This is an optimization exercise on Yosys and OpenROAD, whose aim is small area and a short achievable clock period, not a production implementation.
RTL that was checked went through simulation tests only; none was proved equivalent to the original.
Power and IR drop assume default switching activity.

==> v23 <==
==> flow/design.v (excerpt) <==
module vad_speech_segmenter #(
  parameter int unsigned COUNT_WIDTH = COUNT_WIDTH_DEF,
  parameter int unsigned PROB_WIDTH  = PROB_WIDTH_DEF,
  localparam int unsigned CfgWidth   = (COUNT_WIDTH > PROB_WIDTH) ? COUNT_WIDTH : PROB_WIDTH
) (
  input  logic                     clk_i,
  input  logic                     rst_ni,
  input  logic                     cfg_we_i,
  input  logic [CFG_IDX_WIDTH-1:0] cfg_idx_i,
  input  logic [CfgWidth-1:0]      cfg_data_i,
  input  logic                     in_valid_i,
  output logic                     in_stall_o,
  input  logic                     kind_i,
  input  logic [PROB_WIDTH-1:0]    speech_prob_i,
  input  logic [COUNT_WIDTH-1:0]   stream_length_i,
  output logic                     out_valid_o,
  input  logic                     out_stall_i,
  output logic [COUNT_WIDTH-1:0]   seg_start_o,
  output logic [COUNT_WIDTH-1:0]   seg_end_o,
  output logic [1:0]               end_reason_o
);
export LEC_CHECK = 0
export CAP_MARGIN = 20
export CORE_MARGIN = 2
export CORE_UTILIZATION = 55
export CTS_BUF_LIST = sky130_fd_sc_hd__clkbuf_4
export CTS_CLUSTER_DIAMETER = 40
export CTS_CLUSTER_SIZE = 12
export SETUP_SLACK_MARGIN = 5
export SLEW_MARGIN = 20
create_clock -name core_clock -period 9.5 [get_ports {clk_i}]
standard.sh (not shown) runs the stock make flow with config.mk's settings and CLKGATE_MAP_FILE= SYNTH_SCRIPT=/design/flow/synth_recipe.tcl, a recipe that flattens the netlist after the stock synthesis.
==> flow/flow/run.sh <==
#!/bin/bash
# Layout: the standard flow (standard.sh) with one change: buffer_ports, which puts a
# buffer on every input and output port, uses sky130_fd_sc_hd__buf_1 cells instead of the
# cell it picks by itself (the delay buffer clkdlybuf4s50_1). make's full output goes to
# orfs_make.log here; each tool's own log is under orfs/logs/.
set -euo pipefail
bash standard.sh "BUFFER_PORTS_ARGS=-buffer_cell sky130_fd_sc_hd__buf_1" finish > orfs_make.log 2>&1
==> v14 (differences from v23) <==
- CAP_MARGIN: 20 -> 5
- CORE_UTILIZATION: 55 -> 65
- CTS_BUF_LIST: sky130_fd_sc_hd__clkbuf_4 -> sky130_fd_sc_hd__clkbuf_8
- CTS_CLUSTER_DIAMETER: 40 -> 50
- CTS_CLUSTER_SIZE: 12 -> 16
- PLACE_DENSITY: default -> 0.75
- SETUP_SLACK_MARGIN: 5 -> 4.4
- SLEW_MARGIN: 20 -> 5
==> notes <==
- v23 completed without violations. v14 finished with timing, DRC and antenna clean.
- In v23 the register-to-register slack is better than in v14, by 0.69 ns.
- Sequential power is about the same in v23 and v14.
- Global-route usage: v14 is higher than v23 (2.7 points).
- In v23 the non-clock buffer count is higher than in v14, by 57.
- Clock skew: v23 is higher than v14 (0.031 ns).
==> figures <==
Width of the die: v14 200.1 µm; v23 217.2 µm
Power consumed by combinational cells: v14 3.54 mW; v23 3.89 mW
Placed cell count: v14 2784; v23 2875
Net switching power: v14 3.340 mW; v23 3.596 mW
Area after DPL: v14 26150 µm²; v23 26320 µm²
Headroom to the max-slew limit: v14 25.92%; v23 33.00%
Post-CTS repair timing setup buffer count: v14 0; v23 22
Number of search-and-repair iterations in the first detailed-routing pass: v14 7; v23 6
Synthesis-to-finish area growth: v14 9.063%; v23 13.25%
Run status: v14 complete, no violations; v23 complete, no violations
Req. time, crit path: v14 9.87 ns; v23 10.07 ns
Antenna violations before repair: v14 0; v23 3

==> job 8016 <==
==> flow/design.v <==
package vss_pkg;
  localparam int unsigned COUNT_WIDTH_DEF = 32;
  localparam int unsigned PROB_WIDTH_DEF  = 16;
  localparam int unsigned WIN_WIDTH       = 16;
  localparam int unsigned CFG_IDX_WIDTH   = 3;
  localparam logic [31:0] THRESH_RESET      = 32'd32768;
  localparam logic [31:0] GAP_RESET         = 32'd9830;
  localparam logic [WIN_WIDTH-1:0] WIN_RESET = 16'd1024;
  localparam logic [31:0] MIN_SIL_RESET     = 32'd0;
  localparam logic [31:0] SPLIT_PAUSE_RESET = 32'd1568;
  localparam logic [31:0] MIN_SPEECH_RESET  = 32'd1024;
  typedef enum logic [CFG_IDX_WIDTH-1:0] {
    CFG_THRESHOLD   = 3'd0,
    CFG_GAP         = 3'd1,
    CFG_WINDOW      = 3'd2,
    CFG_MIN_SILENCE = 3'd3,
    CFG_SPLIT_PAUSE = 3'd4,
    CFG_MIN_SPEECH  = 3'd5,
    CFG_MAX_SPEECH  = 3'd6
  } vss_cfg_idx_e;
  typedef enum logic [1:0] {
    REASON_SILENCE = 2'd0,
    REASON_SPLIT   = 2'd1,
    REASON_EOS     = 2'd2
  } vss_reason_e;
  typedef enum logic {
    KIND_PROB = 1'b0,
    KIND_EOS  = 1'b1
  } vss_kind_e;
endpackage
import vss_pkg::*;
module vss_core #(
  parameter int unsigned COUNT_WIDTH = COUNT_WIDTH_DEF,
  parameter int unsigned PROB_WIDTH  = PROB_WIDTH_DEF
) (
  input  logic                   clk_i,
  input  logic                   rst_ni,
  input  logic                   step_i,
  input  logic                   kind_i,
  input  logic [PROB_WIDTH-1:0]  prob_i,
  input  logic [COUNT_WIDTH-1:0] stream_len_i,
  input  logic [PROB_WIDTH-1:0]  thresh_i,
  input  logic [PROB_WIDTH-1:0]  gap_i,
  input  logic [WIN_WIDTH-1:0]   window_i,
  input  logic [COUNT_WIDTH-1:0] min_sil_i,
  input  logic [COUNT_WIDTH-1:0] split_pause_i,
  input  logic [COUNT_WIDTH-1:0] min_speech_i,
  input  logic [COUNT_WIDTH-1:0] max_speech_i,
  output logic                   res_valid_o,
  output logic [1:0]             res_reason_o,
  output logic [1:0]             res_end_sel_o,    
  output logic                   res_start_sel_o,  
  output logic [COUNT_WIDTH-1:0] r0_o,
  output logic [COUNT_WIDTH-1:0] r1_o,
  output logic [COUNT_WIDTH-1:0] sil_o,
  output logic [COUNT_WIDTH-1:0] pend_o,
  output logic [COUNT_WIDTH-1:0] count_o
);
  logic                   in_speech_q, sil_valid_q, pause_valid_q, resumed_q, sel_q;
  logic [COUNT_WIDTH-1:0] count_q, r0_q, r1_q, sil_q, pend_q;
  logic [COUNT_WIDTH-1:0] count_next, open_v, open_len, sil_len, run_len;
  logic                   is_speech, is_silence, split_hit, long_pause, sil_ok, speech_ok;
  logic                   silence_br;
  logic                   wr_open, wr_resume, wr_sil, wr_pend;
  assign count_next = count_q + COUNT_WIDTH'(window_i);
  assign open_v     = sel_q ? r1_q : r0_q;
  assign is_speech  = prob_i >= thresh_i;
  assign is_silence = ({1'b0, prob_i} + {1'b0, gap_i}) < {1'b0, thresh_i};
  assign open_len   = count_next - open_v;
  assign split_hit  = in_speech_q && (max_speech_i != '1) && (open_len > max_speech_i);
  assign sil_len    = count_next - sil_q;
  assign run_len    = sil_q - open_v;
  assign long_pause = sil_valid_q && (sil_len > split_pause_i);
  assign sil_ok     = sil_valid_q ? (sil_len >= min_sil_i) : (min_sil_i == '0);
  assign speech_ok  = sil_valid_q ? (run_len > min_speech_i) : (open_len > min_speech_i);
  assign silence_br = !kind_i && !is_speech && !split_hit && is_silence && in_speech_q;
  always_comb begin
    res_valid_o     = 1'b0;
    res_reason_o    = REASON_SILENCE;
    res_end_sel_o   = 2'd0;
    res_start_sel_o = sel_q;
    if (kind_i == KIND_EOS) begin
      res_valid_o  = in_speech_q;
      res_reason_o = REASON_EOS;
    end else if (split_hit && !is_speech) begin
      res_valid_o   = 1'b1;
      res_reason_o  = REASON_SPLIT;
      res_end_sel_o = pause_valid_q ? 2'd1 : 2'd2;
    end else if (silence_br) begin
      res_valid_o = sil_ok && speech_ok;
    end
  end
  assign wr_open   = step_i && !kind_i && is_speech && !in_speech_q;
  assign wr_resume = step_i && !kind_i && is_speech && sil_valid_q && pause_valid_q && !resumed_q;
  assign wr_sil    = step_i && (kind_i || (silence_br && !sil_valid_q));
  assign wr_pend   = step_i && silence_br && long_pause;
  always_ff @(posedge clk_i) begin
    if (wr_open && !sel_q || wr_resume && sel_q) r0_q <= count_q;
    if (wr_open && sel_q || wr_resume && !sel_q) r1_q <= count_q;
    if (wr_sil) sil_q <= kind_i ? stream_len_i : count_next;
    if (wr_pend) pend_q <= sil_q;
  end
  always_ff @(posedge clk_i or negedge rst_ni) begin
    if (!rst_ni) begin
      in_speech_q   <= 1'b0;
      sil_valid_q   <= 1'b0;
      pause_valid_q <= 1'b0;
      resumed_q     <= 1'b0;
      sel_q         <= 1'b0;
      count_q       <= '0;
    end else if (step_i) begin
      count_q <= kind_i ? '0 : count_next;
      if (kind_i) begin
        in_speech_q   <= 1'b0;
        sil_valid_q   <= 1'b0;
        pause_valid_q <= 1'b0;
        resumed_q     <= 1'b0;
      end else if (is_speech) begin
        in_speech_q <= 1'b1;
        sil_valid_q <= 1'b0;
        if (sil_valid_q && pause_valid_q) resumed_q <= 1'b1;
      end else if (split_hit) begin
        in_speech_q   <= pause_valid_q && resumed_q;
        if (pause_valid_q && resumed_q) sel_q <= !sel_q;
        sil_valid_q   <= 1'b0;
        pause_valid_q <= 1'b0;
        resumed_q     <= 1'b0;
      end else if (silence_br) begin
        if (res_valid_o) begin
          in_speech_q   <= 1'b0;
          sil_valid_q   <= 1'b0;
          pause_valid_q <= 1'b0;
          resumed_q     <= 1'b0;
        end else begin
          sil_valid_q <= 1'b1;
          if (long_pause) begin
            pause_valid_q <= 1'b1;
            resumed_q     <= 1'b0;
          end
        end
      end
    end
  end
  assign r0_o    = r0_q;
  assign r1_o    = r1_q;
  assign sil_o   = sil_q;
  assign pend_o  = pend_q;
  assign count_o = count_q;
endmodule
import vss_pkg::*;
module vad_speech_segmenter #(
  parameter int unsigned COUNT_WIDTH = COUNT_WIDTH_DEF,
  parameter int unsigned PROB_WIDTH  = PROB_WIDTH_DEF,
  localparam int unsigned CfgWidth   = (COUNT_WIDTH > PROB_WIDTH) ? COUNT_WIDTH : PROB_WIDTH
) (
  input  logic                     clk_i,
  input  logic                     rst_ni,
  input  logic                     cfg_we_i,
  input  logic [CFG_IDX_WIDTH-1:0] cfg_idx_i,
  input  logic [CfgWidth-1:0]      cfg_data_i,
  input  logic                     in_valid_i,
  output logic                     in_stall_o,
  input  logic                     kind_i,
  input  logic [PROB_WIDTH-1:0]    speech_prob_i,
  input  logic [COUNT_WIDTH-1:0]   stream_length_i,
  output logic                     out_valid_o,
  input  logic                     out_stall_i,
  output logic [COUNT_WIDTH-1:0]   seg_start_o,
  output logic [COUNT_WIDTH-1:0]   seg_end_o,
  output logic [1:0]               end_reason_o
);
  logic [PROB_WIDTH-1:0]  thresh_q, gap_q;
  logic [WIN_WIDTH-1:0]   window_q;
  logic [COUNT_WIDTH-1:0] min_sil_q, split_pause_q, min_speech_q, max_speech_q;
  logic                   in_valid_q;
  logic                   kind_q;
  logic [COUNT_WIDTH-1:0] payload_q;
  logic                   out_valid_q;
  logic [1:0]             reason_q, end_sel_q;
  logic                   start_sel_q;
  logic                   advance;
  logic                   res_valid;
  logic [1:0]             res_reason, res_end_sel;
  logic                   res_start_sel;
  logic [COUNT_WIDTH-1:0] r0, r1, sil, pend, count;
  assign advance    = in_valid_q && (!out_valid_q || !out_stall_i);
  assign in_stall_o = in_valid_q && out_valid_q && out_stall_i;
  always_ff @(posedge clk_i or negedge rst_ni) begin
    if (!rst_ni) begin
      thresh_q      <= PROB_WIDTH'(THRESH_RESET);
      gap_q         <= PROB_WIDTH'(GAP_RESET);
      window_q      <= WIN_RESET;
      min_sil_q     <= COUNT_WIDTH'(MIN_SIL_RESET);
      split_pause_q <= COUNT_WIDTH'(SPLIT_PAUSE_RESET);
      min_speech_q  <= COUNT_WIDTH'(MIN_SPEECH_RESET);
      max_speech_q  <= '1;
    end else if (cfg_we_i) begin
      case (cfg_idx_i)
        CFG_THRESHOLD:   thresh_q      <= cfg_data_i[PROB_WIDTH-1:0];
        CFG_GAP:         gap_q         <= cfg_data_i[PROB_WIDTH-1:0];
        CFG_WINDOW:      window_q      <= cfg_data_i[WIN_WIDTH-1:0];
        CFG_MIN_SILENCE: min_sil_q     <= cfg_data_i[COUNT_WIDTH-1:0];
        CFG_SPLIT_PAUSE: split_pause_q <= cfg_data_i[COUNT_WIDTH-1:0];
        CFG_MIN_SPEECH:  min_speech_q  <= cfg_data_i[COUNT_WIDTH-1:0];
        CFG_MAX_SPEECH:  max_speech_q  <= cfg_data_i[COUNT_WIDTH-1:0];
        default: ;
      endcase
    end
  end
  always_ff @(posedge clk_i or negedge rst_ni) begin
    if (!rst_ni) begin
      in_valid_q <= 1'b0;
    end else if (!in_stall_o) begin
      in_valid_q <= in_valid_i;
    end
  end
  always_ff @(posedge clk_i) begin
    if (!in_stall_o) begin
      kind_q    <= kind_i;
      payload_q <= kind_i ? stream_length_i
                          : {stream_length_i[COUNT_WIDTH-1:PROB_WIDTH], speech_prob_i};
    end
  end
  vss_core #(
    .COUNT_WIDTH(COUNT_WIDTH),
    .PROB_WIDTH (PROB_WIDTH)
  ) u_core (
    .clk_i          (clk_i),
    .rst_ni         (rst_ni),
    .step_i         (advance),
    .kind_i         (kind_q),
    .prob_i         (payload_q[PROB_WIDTH-1:0]),
    .stream_len_i   (payload_q),
    .thresh_i       (thresh_q),
    .gap_i          (gap_q),
    .window_i       (window_q),
    .min_sil_i      (min_sil_q),
    .split_pause_i  (split_pause_q),
    .min_speech_i   (min_speech_q),
    .max_speech_i   (max_speech_q),
    .res_valid_o    (res_valid),
    .res_reason_o   (res_reason),
    .res_end_sel_o  (res_end_sel),
    .res_start_sel_o(res_start_sel),
    .r0_o           (r0),
    .r1_o           (r1),
    .sil_o          (sil),
    .pend_o         (pend),
    .count_o        (count)
  );
  always_ff @(posedge clk_i or negedge rst_ni) begin
    if (!rst_ni) begin
      out_valid_q <= 1'b0;
    end else if (advance) begin
      out_valid_q <= res_valid;
    end else if (!out_stall_i) begin
      out_valid_q <= 1'b0;
    end
  end
  always_ff @(posedge clk_i) begin
    if (advance) begin
      reason_q    <= res_reason;
      end_sel_q   <= res_end_sel;
      start_sel_q <= res_start_sel;
    end
  end
  assign out_valid_o  = out_valid_q;
  assign seg_start_o  = start_sel_q ? r1 : r0;
  assign seg_end_o    = end_sel_q[1] ? count : (end_sel_q[0] ? pend : sil);
  assign end_reason_o = reason_q;
endmodule
==> flow/run.sh <==
#!/bin/bash
# synth_recipe.tcl (not shown) runs the flow's synth.tcl, then flattens the netlist and writes it again
# the make line also repeats each setting of config.mk as NAME=value (left out here)
make -C /OpenROAD-flow-scripts/flow DESIGN_CONFIG=/design/flow/config.mk WORK_HOME=/design/flow/orfs CLKGATE_MAP_FILE= SYNTH_SCRIPT=/design/flow/synth_recipe.tcl finish
==> flow/config.mk <==
export PLATFORM = sky130hd
export DESIGN_NAME = vad_speech_segmenter
export DESIGN_NICKNAME = vad_speech_segmenter
export VERILOG_FILES = /design/flow/design.v
export SDC_FILE = /design/flow/constraint.sdc
export NUM_CORES = 4
export LEC_CHECK = 0
export ABC_CLOCK_PERIOD_IN_PS = 5000
export CAP_MARGIN = 20
export CORE_MARGIN = 2
export CORE_UTILIZATION = 40
export SETUP_SLACK_MARGIN = 3.5
export SLEW_MARGIN = 20
==> flow/constraint.sdc <==
create_clock -name core_clock -period 9.5 [get_ports {clk_i}]
set_input_delay 1.9000 -clock core_clock [delete_from_list [all_inputs] [get_ports {clk_i}]]
set_output_delay 1.9000 -clock core_clock [all_outputs]
set_load 0.01 [all_outputs]
==> inputs of job 7276, as changes to job 8016 <==
--- a/flow/design.v
+++ b/flow/design.v
@@ -41,7 +41,8 @@
   input  logic [COUNT_WIDTH-1:0] stream_len_i,
   input  logic [PROB_WIDTH-1:0]  thresh_i,
   input  logic [PROB_WIDTH-1:0]  gap_i,
-  input  logic [WIN_WIDTH-1:0]   window_i,
+  input  logic [WIN_WIDTH-1:0]   window_i,     
+  input  logic [WIN_WIDTH-1:0]   window_d_i,   
   input  logic [COUNT_WIDTH-1:0] min_sil_i,
   input  logic [COUNT_WIDTH-1:0] split_pause_i,
   input  logic [COUNT_WIDTH-1:0] min_speech_i,
@@ -58,11 +59,14 @@
 );
   logic                   in_speech_q, sil_valid_q, pause_valid_q, resumed_q, sel_q;
   logic [COUNT_WIDTH-1:0] count_q, r0_q, r1_q, sil_q, pend_q;
+  logic [COUNT_WIDTH-1:0] next_q;
+  logic [COUNT_WIDTH-1:0] count_d;
   logic [COUNT_WIDTH-1:0] count_next, open_v, open_len, sil_len, run_len;
   logic                   is_speech, is_silence, split_hit, long_pause, sil_ok, speech_ok;
   logic                   silence_br;
   logic                   wr_open, wr_resume, wr_sil, wr_pend;
-  assign count_next = count_q + COUNT_WIDTH'(window_i);
+  assign count_next = next_q;
+  assign count_d    = !step_i ? count_q : (kind_i ? '0 : next_q);
   assign open_v     = sel_q ? r1_q : r0_q;
   assign is_speech  = prob_i >= thresh_i;
   assign is_silence = ({1'b0, prob_i} + {1'b0, gap_i}) < {1'b0, thresh_i};
@@ -92,7 +96,7 @@
   end
   assign wr_open   = step_i && !kind_i && is_speech && !in_speech_q;
   assign wr_resume = step_i && !kind_i && is_speech && sil_valid_q && pause_valid_q && !resumed_q;
-  assign wr_sil    = step_i && (kind_i || (silence_br && !sil_valid_q));
+  assign wr_sil    = step_i && (kind_i || !sil_valid_q);
   assign wr_pend   = step_i && silence_br && long_pause;
   always_ff @(posedge clk_i) begin
     if (wr_open && !sel_q || wr_resume && sel_q) r0_q <= count_q;
@@ -102,14 +106,21 @@
   end
   always_ff @(posedge clk_i or negedge rst_ni) begin
     if (!rst_ni) begin
+      count_q       <= '0;
+      next_q        <= COUNT_WIDTH'(WIN_RESET);
+    end else begin
+      count_q <= count_d;
+      next_q  <= count_d + COUNT_WIDTH'(window_d_i);
+    end
+  end
+  always_ff @(posedge clk_i or negedge rst_ni) begin
+    if (!rst_ni) begin
       in_speech_q   <= 1'b0;
       sil_valid_q   <= 1'b0;
       pause_valid_q <= 1'b0;
       resumed_q     <= 1'b0;
       sel_q         <= 1'b0;
-      count_q       <= '0;
     end else if (step_i) begin
-      count_q <= kind_i ? '0 : count_next;
       if (kind_i) begin
         in_speech_q   <= 1'b0;
         sil_valid_q   <= 1'b0;
@@ -179,6 +190,7 @@
   logic [1:0]             reason_q, end_sel_q;
   logic                   start_sel_q;
   logic                   advance;
+  logic [WIN_WIDTH-1:0]   window_d;
   logic                   res_valid;
   logic [1:0]             res_reason, res_end_sel;
   logic                   res_start_sel;
@@ -207,6 +219,7 @@
       endcase
     end
   end
+  assign window_d = (cfg_we_i && cfg_idx_i == CFG_WINDOW) ? cfg_data_i[WIN_WIDTH-1:0] : window_q;
   always_ff @(posedge clk_i or negedge rst_ni) begin
     if (!rst_ni) begin
       in_valid_q <= 1'b0;
@@ -234,6 +247,7 @@
     .thresh_i       (thresh_q),
     .gap_i          (gap_q),
     .window_i       (window_q),
+    .window_d_i     (window_d),
     .min_sil_i      (min_sil_q),
     .split_pause_i  (split_pause_q),
     .min_speech_i   (min_speech_q),
--- a/flow/config.mk
+++ b/flow/config.mk
@@ -5,9 +5,9 @@
 export SDC_FILE = /design/flow/constraint.sdc
 export NUM_CORES = 4
 export LEC_CHECK = 0
-export ABC_CLOCK_PERIOD_IN_PS = 5000
+export ABC_CLOCK_PERIOD_IN_PS = 4000
 export CAP_MARGIN = 20
 export CORE_MARGIN = 2
 export CORE_UTILIZATION = 40
-export SETUP_SLACK_MARGIN = 3.5
+export SETUP_SLACK_MARGIN = 5
 export SLEW_MARGIN = 20
==> inputs of job 516, as changes to job 8016 <==
--- a/flow/config.mk
+++ b/flow/config.mk
@@ -5,9 +5,9 @@
 export SDC_FILE = /design/flow/constraint.sdc
 export NUM_CORES = 4
 export LEC_CHECK = 0
-export ABC_CLOCK_PERIOD_IN_PS = 5000
+export ABC_CLOCK_PERIOD_IN_PS = 4000
 export CAP_MARGIN = 20
 export CORE_MARGIN = 2
 export CORE_UTILIZATION = 40
-export SETUP_SLACK_MARGIN = 3.5
+export SETUP_SLACK_MARGIN = 5
 export SLEW_MARGIN = 20
==> notes <==
- Of job 516 and job 7276, job 7276 has the higher synthesized area (gap about 2%, measured against job 7276).
- Utilization, highest first: job 7276, job 516, job 8016.
- Final cell count: job 8016 is smaller than job 7276 (about 2.6%).
- The lowest non-clock buffer count belongs to job 8016, the highest to job 7276.
- Of job 516 and job 7276, job 7276 has the higher synthesized cell count (gap 0.86%, measured against job 7276).
- Fmax: job 7276 is larger than job 8016 (37%).
- Job 8016 finished clean. Job 7276 produced a clean layout. Job 516 finished clean.
- Sequential share of layout area, lowest first: job 516, job 8016, job 7276.
- The lowest via count belongs to job 8016, the highest to job 7276.
- Sequential power is about the same in job 8016 and job 516.
No functional check of the RTL was part of any run of this note.

-- static timing again, ports no longer ideal --
The results above use ideal ports. As a check the final layouts listed here were re-extracted and re-timed, cells and wires unchanged.
Step 1 (the two cells are an assumption about what drives the block):
set clk [get_ports {clk_i}]
set_driving_cell -lib_cell sky130_fd_sc_hd__clkbuf_16 $clk
set_driving_cell -lib_cell sky130_fd_sc_hd__buf_2 [delete_from_list [all_inputs] $clk]
Step 2 adds t to the input delays and takes it off the output delays; t is the mean of the earliest and latest rising clock arrival at the registers after step 1. Input paths then give back, and output paths get back, about the clock's delay inside the block.
Slacks: ideal / step 1 / step 2; pairs: ideal / step 1.
run | t, ns | setup WS [ns] | worst slew at a driven data input, ns
v23 | 0.934 | 5.042 / 5.042 / 4.218 | 0.04
v14 | 0.698 | 4.351 / 4.351 / 3.957 | 0.04
job 8016 | 0.645 | 1.915 / 1.915 / 1.915 | 0.05
job 7276 | 0.656 | 3.963 / 3.963 / 3.963 | 0.06
job 516 | 0.663 | 1.986 / 1.986 / 1.986 | 0.05
After both steps setup and hold are still met in every run listed. For v23, which loses most, drivers alone change the setup slack by 0.000 ns; drivers and shift together by -0.824 ns.
